Context: an optimization exercise on an open-source flow, tuned for small area, a short achievable clock period and few clock cycles per item. The choices shown serve that exercise and are no tape-out recipe.
No run shown here included a check of the RTL's function; only the layout flow was run.
Power figures rest on the tool's default switching activity, not on a simulated workload.

## flow/design.v (module list and top-level ports; edited modules follow where they fit)
// module tc_fa: 10 lines
// module tc_aoi21: 8 lines
// module tc_oai21: 8 lines
// module tc_mux2: 8 lines
// module tc_dot_product: 2837 lines
module tc_dot_product #(
    parameter int shape_k    = SHAPE_K_DEF,
    parameter int in_width   = IN_WIDTH_DEF,
    parameter int depth_warp = DEPTH_WARP_DEF,
    parameter int fifo_depth = FIFO_DEPTH_DEF
) (
    input  logic                          clk,
    input  logic                          reset_i,
    input  logic [shape_k*in_width-1:0]   a_i,
    input  logic [shape_k*in_width-1:0]   b_i,
    input  logic [C_WIDTH-1:0]            c_i,
    input  tc_pkg::tc_op_e                        op_i,
    input  logic [IDXW_WIDTH-1:0]         ctrl_reg_idxw_i,
    input  logic [depth_warp-1:0]         ctrl_warpid_i,
    input  logic                          in_valid_i,
    input  logic                          out_ready_i,
    output logic                          in_ready_o,
    output logic                          out_valid_o,
    output logic [C_WIDTH-1:0]            result_o,
    output logic                          ovf_o,
    output logic [IDXW_WIDTH-1:0]         ctrl_reg_idxw_o,
    output logic [depth_warp-1:0]         ctrl_warpid_o
);
  // ...
==> flow/flow/run.sh <==
#!/bin/bash
# Layout flow: the standard flow unchanged, except that the port buffers
# are sky130_fd_sc_hd__buf_1 instead of the default delay-style buffer.
export BUFFER_PORTS_ARGS="-buffer_cell sky130_fd_sc_hd__buf_1"
bash standard.sh > standard.log 2>&1
==> flow/standard.sh <==
#!/bin/bash
# synth_recipe.tcl (not shown) runs the flow's synth.tcl, then flattens the netlist and writes it again
# the make line also repeats each setting of config.mk as NAME=value (left out here)
make -C /OpenROAD-flow-scripts/flow DESIGN_CONFIG=/design/flow/config.mk WORK_HOME=/design/flow/orfs CLKGATE_MAP_FILE= SYNTH_SCRIPT=/design/flow/synth_recipe.tcl "${@:-finish}"
==> flow/config.mk <==
export PLATFORM = sky130hd
export DESIGN_NAME = tc_dot_product
export DESIGN_NICKNAME = tc_dot_product
export VERILOG_FILES = /design/flow/design.v
export SDC_FILE = /design/flow/constraint.sdc
export NUM_CORES = 4
export LEC_CHECK = 0
export CAP_MARGIN = 20
export CORE_MARGIN = 2
export CORE_UTILIZATION = 40
export SETUP_SLACK_MARGIN = 2.4
export SLEW_MARGIN = 20
export SYNTH_HIERARCHICAL = 1
export SYNTH_MINIMUM_KEEP_SIZE = 0
==> flow/constraint.sdc <==
create_clock -name core_clock -period 5.5 [get_ports {clk}]
set_input_delay 1.1000 -clock core_clock [delete_from_list [all_inputs] [get_ports {clk}]]
set_output_delay 1.1000 -clock core_clock [all_outputs]
set_load 0.01 [all_outputs]
==> summary.txt, run 1 <==
Crit. End Element flop; simple-gate share of the synthesized area 0.09067; worst slack at placement roughly 1.3 ns; Regs by FF count t1_q x169, t2_q x54, idxw_q x24; placer congestion estimate a little over 0.9; Clock buf/inv share 0.04000; CTS tree built; max reg flops roughly 170; area delta synth->final 17.83%; count of clock buffers in the final design 40; Critical path buffers and inverters 0; setup violators final 0; GR peak layer met2; status no timing/DRC/antenna violations; unrepaired setup endpoints after global routing yes; share of flip-flops with an asynchronous set or reset 0; postcts setup bufs 5; Seq power ~4.5 mW; Highest Signal Layer met5; synthesis warning total 9; Nets 2632; All-Layer GR Usage 0.2318; CTS Buffer Depth 3; Hold Path Sink idxw_q[2][4]; Slew Viols, Final 0; die extent in y 247.0 µm; switch share 0.4051; drt pass-1 iters 6; die area ~61000 µm²; Post-synth EDFFs around 280; met3 wire length between 4 and 5 mm; most frequent cells in the layout nand2_1, fa_1, edfxtp_1; cell type with the largest total area after synthesis fa_1; Startpoint Class flop; Multi-input gate area approximately 16000 µm²; critical path required time between 5 and 6 ns; worst setup margin between 2 and 2.5 ns; Root Driver clkbuf_16
==> run 2: changes to the inputs <==
--- a/flow/design.v
+++ b/flow/design.v
@@ -1558,16 +1558,17 @@
     logic s1454;
     logic c1455;
     logic s1456;
     logic c1457;
     logic s1458;
     logic c1459;
     logic s1460;
     logic c1461;
+    logic [67:0] t2_q;
     logic s1462;
     logic c1463;
     logic s1464;
     logic c1465;
     logic s1466;
     logic c1467;
     logic s1468;
     logic c1469;
@@ -1590,17 +1591,16 @@
     logic s1486;
     logic c1487;
     logic s1488;
     logic c1489;
     logic s1490;
     logic c1491;
     logic s1492;
     logic c1493;
-    logic [53:0] t2_q;
     logic s1494;
     logic c1495;
     logic s1496;
     logic c1497;
     logic s1498;
     logic c1499;
     logic s1500;
     logic c1501;
@@ -2621,68 +2621,68 @@
     tc_fa u_fa459 (.a(s1392), .b(s1394), .ci(s1396), .s(s1448), .co(c1449));
     tc_fa u_fa460 (.a(c1393), .b(c1395), .ci(c1397), .s(s1450), .co(c1451));
     tc_fa u_fa461 (.a(s1398), .b(s1400), .ci(s1402), .s(s1452), .co(c1453));
     tc_fa u_fa462 (.a(t1_q[167]), .b(c1399), .ci(c1401), .s(s1454), .co(c1455));
     tc_fa u_fa463 (.a(c1403), .b(s1404), .ci(s1406), .s(s1456), .co(c1457));
     tc_fa u_fa464 (.a(t1_q[168]), .b(t1_q[169]), .ci(t1_q[170]), .s(s1458), .co(c1459));
     assign s1460 = ~(c1405 ^ c1407);
     assign c1461 = c1405 | c1407;
-    assign s1462 = ~(t1_q[4] ^ t1_q[5]);
-    assign c1463 = t1_q[4] | t1_q[5];
-    tc_fa u_fa465 (.a(t1_q[14]), .b(t1_q[15]), .ci(s1338), .s(s1464), .co(c1465));
-    tc_fa u_fa466 (.a(s1342), .b(c1409), .ci(s1410), .s(s1466), .co(c1467));
-    tc_fa u_fa467 (.a(c1411), .b(c1413), .ci(s1414), .s(s1468), .co(c1469));
-    tc_fa u_fa468 (.a(c1415), .b(c1417), .ci(s1418), .s(s1470), .co(c1471));
-    tc_fa u_fa469 (.a(c1419), .b(c1421), .ci(s1422), .s(s1472), .co(c1473));
-    tc_fa u_fa470 (.a(c1423), .b(c1425), .ci(s1426), .s(s1474), .co(c1475));
-    tc_fa u_fa471 (.a(c1427), .b(c1429), .ci(s1430), .s(s1476), .co(c1477));
-    tc_fa u_fa472 (.a(c1431), .b(c1433), .ci(s1434), .s(s1478), .co(c1479));
-    tc_fa u_fa473 (.a(c1435), .b(c1437), .ci(s1438), .s(s1480), .co(c1481));
-    tc_fa u_fa474 (.a(c1439), .b(c1441), .ci(s1442), .s(s1482), .co(c1483));
-    tc_fa u_fa475 (.a(c1443), .b(c1445), .ci(s1446), .s(s1484), .co(c1485));
-    tc_fa u_fa476 (.a(c1447), .b(c1449), .ci(s1450), .s(s1486), .co(c1487));
-    tc_fa u_fa477 (.a(c1451), .b(c1453), .ci(s1454), .s(s1488), .co(c1489));
-    tc_fa u_fa478 (.a(c1455), .b(c1457), .ci(s1458), .s(s1490), .co(c1491));
-    assign s1492 = ~(t1_q[171] ^ c1459);
-    assign c1493 = t1_q[171] | c1459;
+    assign s1462 = ~(t2_q[4] ^ t2_q[5]);
+    assign c1463 = t2_q[4] | t2_q[5];
+    tc_fa u_fa465 (.a(t2_q[8]), .b(t2_q[9]), .ci(t2_q[10]), .s(s1464), .co(c1465));
+    tc_fa u_fa466 (.a(t2_q[12]), .b(t2_q[13]), .ci(t2_q[14]), .s(s1466), .co(c1467));
+    tc_fa u_fa467 (.a(t2_q[16]), .b(t2_q[17]), .ci(t2_q[18]), .s(s1468), .co(c1469));
+    tc_fa u_fa468 (.a(t2_q[20]), .b(t2_q[21]), .ci(t2_q[22]), .s(s1470), .co(c1471));
+    tc_fa u_fa469 (.a(t2_q[24]), .b(t2_q[25]), .ci(t2_q[26]), .s(s1472), .co(c1473));
+    tc_fa u_fa470 (.a(t2_q[28]), .b(t2_q[29]), .ci(t2_q[30]), .s(s1474), .co(c1475));
+    tc_fa u_fa471 (.a(t2_q[32]), .b(t2_q[33]), .ci(t2_q[34]), .s(s1476), .co(c1477));
+    tc_fa u_fa472 (.a(t2_q[36]), .b(t2_q[37]), .ci(t2_q[38]), .s(s1478), .co(c1479));
+    tc_fa u_fa473 (.a(t2_q[40]), .b(t2_q[41]), .ci(t2_q[42]), .s(s1480), .co(c1481));
+    tc_fa u_fa474 (.a(t2_q[44]), .b(t2_q[45]), .ci(t2_q[46]), .s(s1482), .co(c1483));
+    tc_fa u_fa475 (.a(t2_q[48]), .b(t2_q[49]), .ci(t2_q[50]), .s(s1484), .co(c1485));
+    tc_fa u_fa476 (.a(t2_q[52]), .b(t2_q[53]), .ci(t2_q[54]), .s(s1486), .co(c1487));
+    tc_fa u_fa477 (.a(t2_q[56]), .b(t2_q[57]), .ci(t2_q[58]), .s(s1488), .co(c1489));
+    tc_fa u_fa478 (.a(t2_q[60]), .b(t2_q[61]), .ci(t2_q[62]), .s(s1490), .co(c1491));
+    assign s1492 = ~(t2_q[64] ^ t2_q[65]);
+    assign c1493 = t2_q[64] | t2_q[65];
     assign s1494 = ~(t2_q[1] ^ t2_q[2]);
     assign c1495 = t2_q[1] | t2_q[2];
-    tc_fa u_fa479 (.a(t2_q[4]), .b(t2_q[5]), .ci(t2_q[6]), .s(s1496), .co(c1497));
-    tc_fa u_fa480 (.a(t2_q[7]), .b(t2_q[8]), .ci(t2_q[9]), .s(s1498), .co(c1499));
-    tc_fa u_fa481 (.a(t2_q[10]), .b(t2_q[11]), .ci(t2_q[12]), .s(s1500), .co(c1501));
-    tc_fa u_fa482 (.a(t2_q[13]), .b(t2_q[14]), .ci(t2_q[15]), .s(s1502), .co(c1503));
-    tc_fa u_fa483 (.a(t2_q[16]), .b(t2_q[17]), .ci(t2_q[18]), .s(s1504), .co(c1505));
-    tc_fa u_fa484 (.a(t2_q[19]), .b(t2_q[20]), .ci(t2_q[21]), .s(s1506), .co(c1507));
-    tc_fa u_fa485 (.a(t2_q[22]), .b(t2_q[23]), .ci(t2_q[24]), .s(s1508), .co(c1509));
-    tc_fa u_fa486 (.a(t2_q[25]), .b(t2_q[26]), .ci(t2_q[27]), .s(s1510), .co(c1511));
-    tc_fa u_fa487 (.a(t2_q[28]), .b(t2_q[29]), .ci(t2_q[30]), .s(s1512), .co(c1513));
-    tc_fa u_fa488 (.a(t2_q[31]), .b(t2_q[32]), .ci(t2_q[33]), .s(s1514), .co(c1515));
-    tc_fa u_fa489 (.a(t2_q[34]), .b(t2_q[35]), .ci(t2_q[36]), .s(s1516), .co(c1517));
-    tc_fa u_fa490 (.a(t2_q[37]), .b(t2_q[38]), .ci(t2_q[39]), .s(s1518), .co(c1519));
-    tc_fa u_fa491 (.a(t2_q[40]), .b(t2_q[41]), .ci(t2_q[42]), .s(s1520), .co(c1521));
-    tc_fa u_fa492 (.a(t2_q[43]), .b(t2_q[44]), .ci(t2_q[45]), .s(s1522), .co(c1523));
-    tc_fa u_fa493 (.a(t2_q[46]), .b(t2_q[47]), .ci(t2_q[48]), .s(s1524), .co(c1525));
-    tc_fa u_fa494 (.a(t2_q[49]), .b(t2_q[50]), .ci(t2_q[51]), .s(s1526), .co(c1527));
+    tc_fa u_fa479 (.a(t2_q[6]), .b(t2_q[7]), .ci(s1462), .s(s1496), .co(c1497));
+    tc_fa u_fa480 (.a(t2_q[11]), .b(c1463), .ci(s1464), .s(s1498), .co(c1499));
+    tc_fa u_fa481 (.a(t2_q[15]), .b(c1465), .ci(s1466), .s(s1500), .co(c1501));
+    tc_fa u_fa482 (.a(t2_q[19]), .b(c1467), .ci(s1468), .s(s1502), .co(c1503));
+    tc_fa u_fa483 (.a(t2_q[23]), .b(c1469), .ci(s1470), .s(s1504), .co(c1505));
+    tc_fa u_fa484 (.a(t2_q[27]), .b(c1471), .ci(s1472), .s(s1506), .co(c1507));
+    tc_fa u_fa485 (.a(t2_q[31]), .b(c1473), .ci(s1474), .s(s1508), .co(c1509));
+    tc_fa u_fa486 (.a(t2_q[35]), .b(c1475), .ci(s1476), .s(s1510), .co(c1511));
+    tc_fa u_fa487 (.a(t2_q[39]), .b(c1477), .ci(s1478), .s(s1512), .co(c1513));
+    tc_fa u_fa488 (.a(t2_q[43]), .b(c1479), .ci(s1480), .s(s1514), .co(c1515));
+    tc_fa u_fa489 (.a(t2_q[47]), .b(c1481), .ci(s1482), .s(s1516), .co(c1517));
+    tc_fa u_fa490 (.a(t2_q[51]), .b(c1483), .ci(s1484), .s(s1518), .co(c1519));
+    tc_fa u_fa491 (.a(t2_q[55]), .b(c1485), .ci(s1486), .s(s1520), .co(c1521));
+    tc_fa u_fa492 (.a(t2_q[59]), .b(c1487), .ci(s1488), .s(s1522), .co(c1523));
+    tc_fa u_fa493 (.a(t2_q[63]), .b(c1489), .ci(s1490), .s(s1524), .co(c1525));
+    tc_fa u_fa494 (.a(t2_q[66]), .b(c1491), .ci(s1492), .s(s1526), .co(c1527));
     always_ff @(posedge clk) begin
         if (adv) begin
             t1_q <= {uns, uns, uns, c1083, c1233, uns, cb513, s1232, c1231, c1229, c1227, s1230, s1228, s1226, c1225, c1223, c1221, s1076, s1074, s1224, s1222, s1220, c1219, c1217, c1215, c1213, c1211, ~c_i[12], s1218, s1216, s1214, s1212, s1210, c1209, c1207, c1205, c1203, c1201, c1199, uns, s1208, s1206, s1204, s1202, s1200, s1198, c1197, c1195, c1193, c1191, c1189, c1187, c1185, ~c_i[10], s1038, s1196, s1194, s1192, s1190, s1188, s1186, s1184, c1183, c1181, c1179, c1177, c1175, c1173, c1171, c1169, s1018, s1182, s1180, s1178, s1176, s1174, s1172, s1170, s1168, c1167, c1165, c1163, c1161, c1159, c1157, c1155, c1153, c1151, s742, s1166, s1164, s1162, s1160, s1158, s1156, s1154, s1152, s1150, c1149, c1147, c1145, c1143, c1141, c1139, c1137, c1135, s968, s1148, s1146, s1144, s1142, s1140, s1138, s1136, s1134, c1133, c1131, c1129, c1127, c1125, c1123, c1121, s662, s660, s1132, s1130, s1128, s1126, s1124, s1122, s1120, c1119, c1117, c1115, c1113, c1111, c1109, s1118, s1116, s1114, s1112, s1110, s1108, c1107, c1105, c1103, c1101, c1099, ~c_i[4], s1106, s1104, s1102, s1100, s1098, c1097, c1095, c1093, s566, s882, s1096, s1094, s1092, c1091, c1089, c1087, s1090, s1088, s1086, c1085, ~c_i[1], s862, s1084, s856};
-            t2_q <= {t1_q[172], c1493, s1492, c1491, c1461, s1490, c1489, s1460, s1488, c1487, s1456, s1486, c1485, s1452, s1484, c1483, s1448, s1482, c1481, s1444, s1480, c1479, s1440, s1478, c1477, s1436, s1476, c1475, s1432, s1474, c1473, s1428, s1472, c1471, s1424, s1470, c1469, s1420, s1468, c1467, s1416, s1466, c1465, s1412, s1464, c1463, s1408, s1462, t1_q[7], t1_q[6], t1_q[3], t1_q[2], t1_q[1], t1_q[0]};
+            t2_q <= {t1_q[172], c1461, c1459, t1_q[171], s1460, s1458, c1457, c1455, s1456, s1454, c1453, c1451, s1452, s1450, c1449, c1447, s1448, s1446, c1445, c1443, s1444, s1442, c1441, c1439, s1440, s1438, c1437, c1435, s1436, s1434, c1433, c1431, s1432, s1430, c1429, c1427, s1428, s1426, c1425, c1423, s1424, s1422, c1421, c1419, s1420, s1418, c1417, c1415, s1416, s1414, c1413, c1411, s1412, s1410, c1409, s1342, s1408, s1338, t1_q[15], t1_q[14], t1_q[7], t1_q[6], t1_q[5], t1_q[4], t1_q[3], t1_q[2], t1_q[1], t1_q[0]};
         end
     end
     logic          sgn_t;
     logic [19:0] ra, rb;
     logic [15:1]   cy;
     logic          neg0, neg1, neg;
     logic [15:0]   sum;
     logic          sat_ovf;
     logic [15:0]   sat_val;
     logic [15:0]   clamp;
     assign sgn_t = sgn_q[1];
-    assign ra  = ~{t2_q[53], t2_q[52], c1525, c1523, c1521, c1519, c1517, c1515, c1513, c1511, c1509, c1507, c1505, c1503, c1501, c1499, c1497, c1495, t2_q[3], t2_q[0]};
+    assign ra  = ~{t2_q[67], c1493, c1525, c1523, c1521, c1519, c1517, c1515, c1513, c1511, c1509, c1507, c1505, c1503, c1501, c1499, c1497, c1495, t2_q[3], t2_q[0]};
     assign rb  = ~{1'b1, c1527, s1526, s1524, s1522, s1520, s1518, s1516, s1514, s1512, s1510, s1508, s1506, s1504, s1502, s1500, s1498, s1496, s1494, 1'b1};
     logic [19:0] pg_g, pg_p, pg_o;
     assign pg_g = ra & rb;
     assign pg_p = ra ^ rb;
     assign pg_o = ra | rb;
     logic kg1, kp1;
     tc_aoi21 u_kg1 (.g(pg_g[1]), .p(pg_p[1]), .gl(pg_g[0]), .y(kg1));
     assign kp1 = ~(pg_p[1] & pg_p[0]);
@@ -2866,21 +2866,22 @@
     assign z31 = (pg_p[16] != pg_g[15]) & (pg_p[17] != pg_g[16]) &
                  (pg_p[18] != pg_g[17]) & (pg_p[19] != pg_g[18]);
     assign ovf_c0 = sgn_t ? !((!pg_p[15] & (pg_p[16] == pg_o[15]) & zr) | (pg_p[15] & z31))
                           : !(zr & ((!pg_p[15] & (pg_p[16] == pg_o[15])) | (pg_p[15] & (pg_p[16] == pg_g[15]))));
     assign ovf_c1 = sgn_t ? !((pg_p[15] & (pg_p[16] == pg_o[15]) & zr) | (!pg_p[15] & z31))
                           : !(zr & ((pg_p[15] & (pg_p[16] == pg_o[15])) | (!pg_p[15] & (pg_p[16] == pg_g[15]))));
     tc_mux2 u_ovf (.a(ovf_c0), .b(ovf_c1), .s(cy[15]), .y(sat_ovf));
     tc_mux2 u_neg (.a(neg0), .b(neg1), .s(cy[15]), .y(neg));
-    assign clamp = sgn_t ? {neg, {15{!neg}}} : 16'hffff;
-    for (genvar i = 0; i < 16; i++) begin : g_sat
-        tc_mux2 u_sat (.a(sum[i]), .b(clamp[i]), .s(sat_ovf), .y(sat_val[i]));
-    end
+    logic [15:0] sum_q;
+    logic        neg_q;
     always_ff @(posedge clk) begin
         if (adv) begin
-            result_o <= sat_val;
-            ovf_o    <= sat_ovf;
+            sum_q <= sum;
+            ovf_o <= sat_ovf;
+            neg_q <= neg;
         end
     end
+    assign clamp    = sgn_q[S-1] ? {neg_q, {15{!neg_q}}} : 16'hffff;
+    assign result_o = ovf_o ? clamp : sum_q;
     assign ctrl_reg_idxw_o = idxw_q[S-1];
     assign ctrl_warpid_o   = warp_q[S-1];
 endmodule
==> flow/config.mk (replaced) <==
export PLATFORM = sky130hd
export DESIGN_NAME = tc_dot_product
export DESIGN_NICKNAME = tc_dot_product
export VERILOG_FILES = /design/flow/design.v
export SDC_FILE = /design/flow/constraint.sdc
export NUM_CORES = 4
export LEC_CHECK = 0
export CAP_MARGIN = 20
export CORE_MARGIN = 2
export CORE_UTILIZATION = 40
export SETUP_SLACK_MARGIN = 2.6
export SLEW_MARGIN = 20
export SYNTH_HIERARCHICAL = 1
export SYNTH_MINIMUM_KEEP_SIZE = 0
==> run 2 against run 1 <==
  * Critical path depth rose by 4
  * Combinational power up 19%
  * Fmax is 5.5% higher
  * Core utilization rose by 1.9 points
==> summary.txt, run 2 <==
first-pass GRT wire length 103.1 mm (was 101.4 mm); met2 Track Usage GR 0.3910 (was 0.4058); Nets 2685 (was 2632); power consumption 20.90 mW (was 18.39 mW); Worst R2R Setup Slack 2.51 ns (was 2.35 ns); Post-synth EDFFs 290 (was 275); PD cells 715.8 nW/µm² (was 660.6 nW/µm²); fraction of layout cells with a size suffix above 1 0.2840 (was 0.2377); Avg Inst Size Synth 12.93 µm² (was 12.96 µm²); Setup Skew 0.03421 ns (was 0.02235 ns); share of flip-flops with an asynchronous set or reset 0 (unchanged); die extent in y 248.9 µm (was 247.0 µm); Port-buffer cells 189 (unchanged); die area 61960 µm² (was 61020 µm²); Primary FF master, synth edfxtp_1 (unchanged); Mapped Area 24000 µm² (was 23620 µm²); HPWL Detailed 56.54 mm (was 56.75 mm); Root Driver clkbuf_16 (unchanged); Startpoint Class flop (unchanged); vias in the first global route 16660 (was 16000); synthesis warning total 9 (unchanged); initial antenna violation count 4 (was 6); drt pass-1 iters 5 (was 6); min-delay worst type flop to flop (unchanged); placer congestion estimate 0.9424 (was 0.9338); Tmin final 2.989 ns (was 3.154 ns); All-Layer GR Usage 0.2254 (was 0.2318); commonest non-fill, non-tap cell in the layout nand2_1 (unchanged); Worst EP arrival 3.25 ns (was 3.43 ns); Slew Viols, Final 0 (unchanged); cell type with the largest total area after synthesis fa_1 (unchanged); Max Cap Viol 0 (unchanged); setup TNS 0 ns (unchanged); status no timing/DRC/antenna violations (unchanged); Final ANT Viol Nets 0 (unchanged); CP Class flop to flop (unchanged); CTS buffer count 34 (unchanged); most frequent cells in the layout nand2_1, fa_1, edfxtp_1 (unchanged); Hold Vio Cnt, Final 0 (unchanged); met1 Use GR 0.2883 (was 0.2920); Avg WL per Cell 24.57 µm (was 25.07 µm); top-count cell post-synth nand2_1 (unchanged); Min Hold Slack 0.4169 ns (was 0.4189 ns); Yosys top cell area share 0.4130 (was 0.4195); FP Rows 89 (unchanged); period utilization 0.5435 (was 0.5735); most frequent cells after synthesis nand2_1, fa_1, edfxtp_1 (unchanged); core area 59130 µm² (was 58690 µm²); Vias per Instance 5.233 (was 5.188); clk sinks 293 (was 278); GR peak layer met2 (unchanged); sequential share of the synthesized area 0.3654 (was 0.3521); M3 GR Usage 0.03312 (was 0.04157); largest register by flop count t1_q (unchanged); leakage power 10.72 nW (was 10.07 nW); grt total ovfl 0 (unchanged); clk slew on worst S/H paths 0.06 ns (about the same); Crit. End Element flop (unchanged); DIE WIDTH 248.9 µm (was 247.0 µm); critical path required time 5.76 ns (was 5.78 ns); top cells by area, synth fa_1, edfxtp_1, nand2_1 (unchanged); setup violators final 0 (unchanged); CTS Buffer Depth 3 (unchanged); Yosys cell types 36 (was 34); Area after DPL 26550 µm² (was 26010 µm²); pin count of the biggest net entering global routing 164 (was 149); via count 14630 (was 14200); area delta synth->final 21.65% (was 17.83%); design area 29190 µm² (was 27840 µm²); crit path max fanout 4 (was 1); fmax 0.3346 GHz (was 0.3170 GHz); Worst Max-Slew Pin Slew 1.026 ns (was 0.9839 ns); max reg flops 169 (unchanged); Post-Synthesis Cells 1856 (was 1823); CTS tree built (unchanged); Regs by FF count t1_q x169, t2_q x67, idxw_q x24 (was t1_q x169, t2_q x54, idxw_q x24); Starting DRT DRC Count 1017 (was 978); worst vdd ir 0.0006059 V (was 0.0003513 V); Initial Util 0.4058 (was 0.4026); drt total wl 68.68 mm (was 68.63 mm); H-tree levels 2 (unchanged); unrepaired setup endpoints after global routing yes (unchanged); Clk Latency, worst-skew pair 0.54 ns (was 0.55 ns); flops & latches, synth 293 (was 278); worst rel slew slack 0.3161 (was 0.3440); Ports 190 (unchanged); Remaining DRCs 0 (unchanged)
## run 2: area by class of cell
type	count	area (µm²)
Multi-Input combinational cell	1307	16130
Timing Repair Buffer	246	1767
Inverter	114	427.9
Fill cell	5018	29940
Antenna cell	1	2.502
Clock inverter	16	168.9
Sequential cell	293	8768
Clock buffer	45	955.9
Tap cell	773	967.2
## run 2: power by group
part,switching [mW],internal (mW)
clock network,0.932,1.37
logic,7.22,6.60
registers,0.490,4.28
## run 2: final timing paths
check / to / start / depth (start not counted)
worst max register to register: neg_q / t2_q[22] / 9
worst min-delay path: warp_q[1][1] / warp_q[0][1] / 0
worst min register to register: warp_q[1][1] / warp_q[0][1] / 0
worst max-delay path: neg_q / t2_q[22] / 9
## run 2: what timing repair did
action	in CTS	in global routing
gates cloned	10	1
hold endpoints to repair	0	0
setup endpoints to repair	155	26
hold buffers	0	0
setup buffers	17	13
pin swaps	37	62
gates resized for setup	207	95
## run 2: per-stage QoR
step,util,cells,setup WS [ns]
final,0.4937,2795,2.511
after detailed placement,0.4490,2692,1.350
after global placement,0.4490,2692,1.411
after global routing,0.4936,2794,2.441
after floorplan,-,1858,1.235
after CTS,0.4846,2780,2.524
## run 2: cell families (layout without fill, tap and decap cells)
family / Yosys count / count (layout) / synth area share
and+or+nand+nor: 562 / 562 / 0.08974
adders and majority gates: 529 / 529 / 0.4307
DFF: 293 / 293 / 0.3654
buffers and inverters: 258 / 421 / 0.04208
xor gates and xnor gates: 136 / 136 / 0.04964
AOI/OAI and AO/OA: 72 / 72 / 0.02002
muxes: 4 / 4 / 0.002086
other: 2 / 5 / 0.0003130
## run 2: routing by layer
| layer | vias up | routed length [µm] |
|---|---|---|
| met5 | - | 28 |
| met4 | 6 | 2508 |
| met3 | 183 | 4561 |
| met2 | 662 | 34760 |
| met1 | 7719 | 26820 |
| li1 | 6056 | - |
## run 2: per-module statistics from Yosys, one instance, submodules excluded
module | flip-flops and latches | area (µm²)
tc_dot_product | 293 | 13710
tc_fa | 0 | 20.02
tc_mux2 | 0 | 15.01
tc_aoi21 | 0 | 8.758
tc_oai21 | 0 | 5.005
## run 2: critical path, stage by stage (launching register included)
cell and delay (ns):
edfxtp_1 0.39, fa_1 0.52, fa_1 0.53, inv_2 0.05, ha_4 0.30, nand2_4 0.07
o21ai_2 0.18, a21oi_2 0.08, o21ai_4 0.29, mux2_4 0.33

static timing again, ports no longer ideal:
In the flow no input, the clock included, has a driving cell. The finished layouts below were timed again as built, in two steps. Step 1, drivers: a clkbuf_16 drives clk and a buf_2 each remaining input, both assumed. Step 2 adds t to the input delays and takes it off the output delays; t is the mean of the earliest and latest rising clock arrival at the registers after step 1. Input paths then give back, and output paths get back, about the clock's delay inside the block. Three values: ideal ports, drivers, drivers and shift; two values: the first two.
run | shift t [ns] | setup WS [ns] | slew at the worst register clock pin (ns) | worst data-port slew with drivers (ns)
run 1 | 0.597 | 2.346 / 2.346 / 1.804 | 0.07 / 0.07 | 0.12
run 2 | 0.576 | 2.511 / 2.402 / 1.827 | 0.07 / 0.07 | 0.22
After both steps setup and hold are still met in every run listed. For run 2, which loses most, drivers alone change the setup slack by -0.109 ns; drivers and shift together by -0.684 ns.
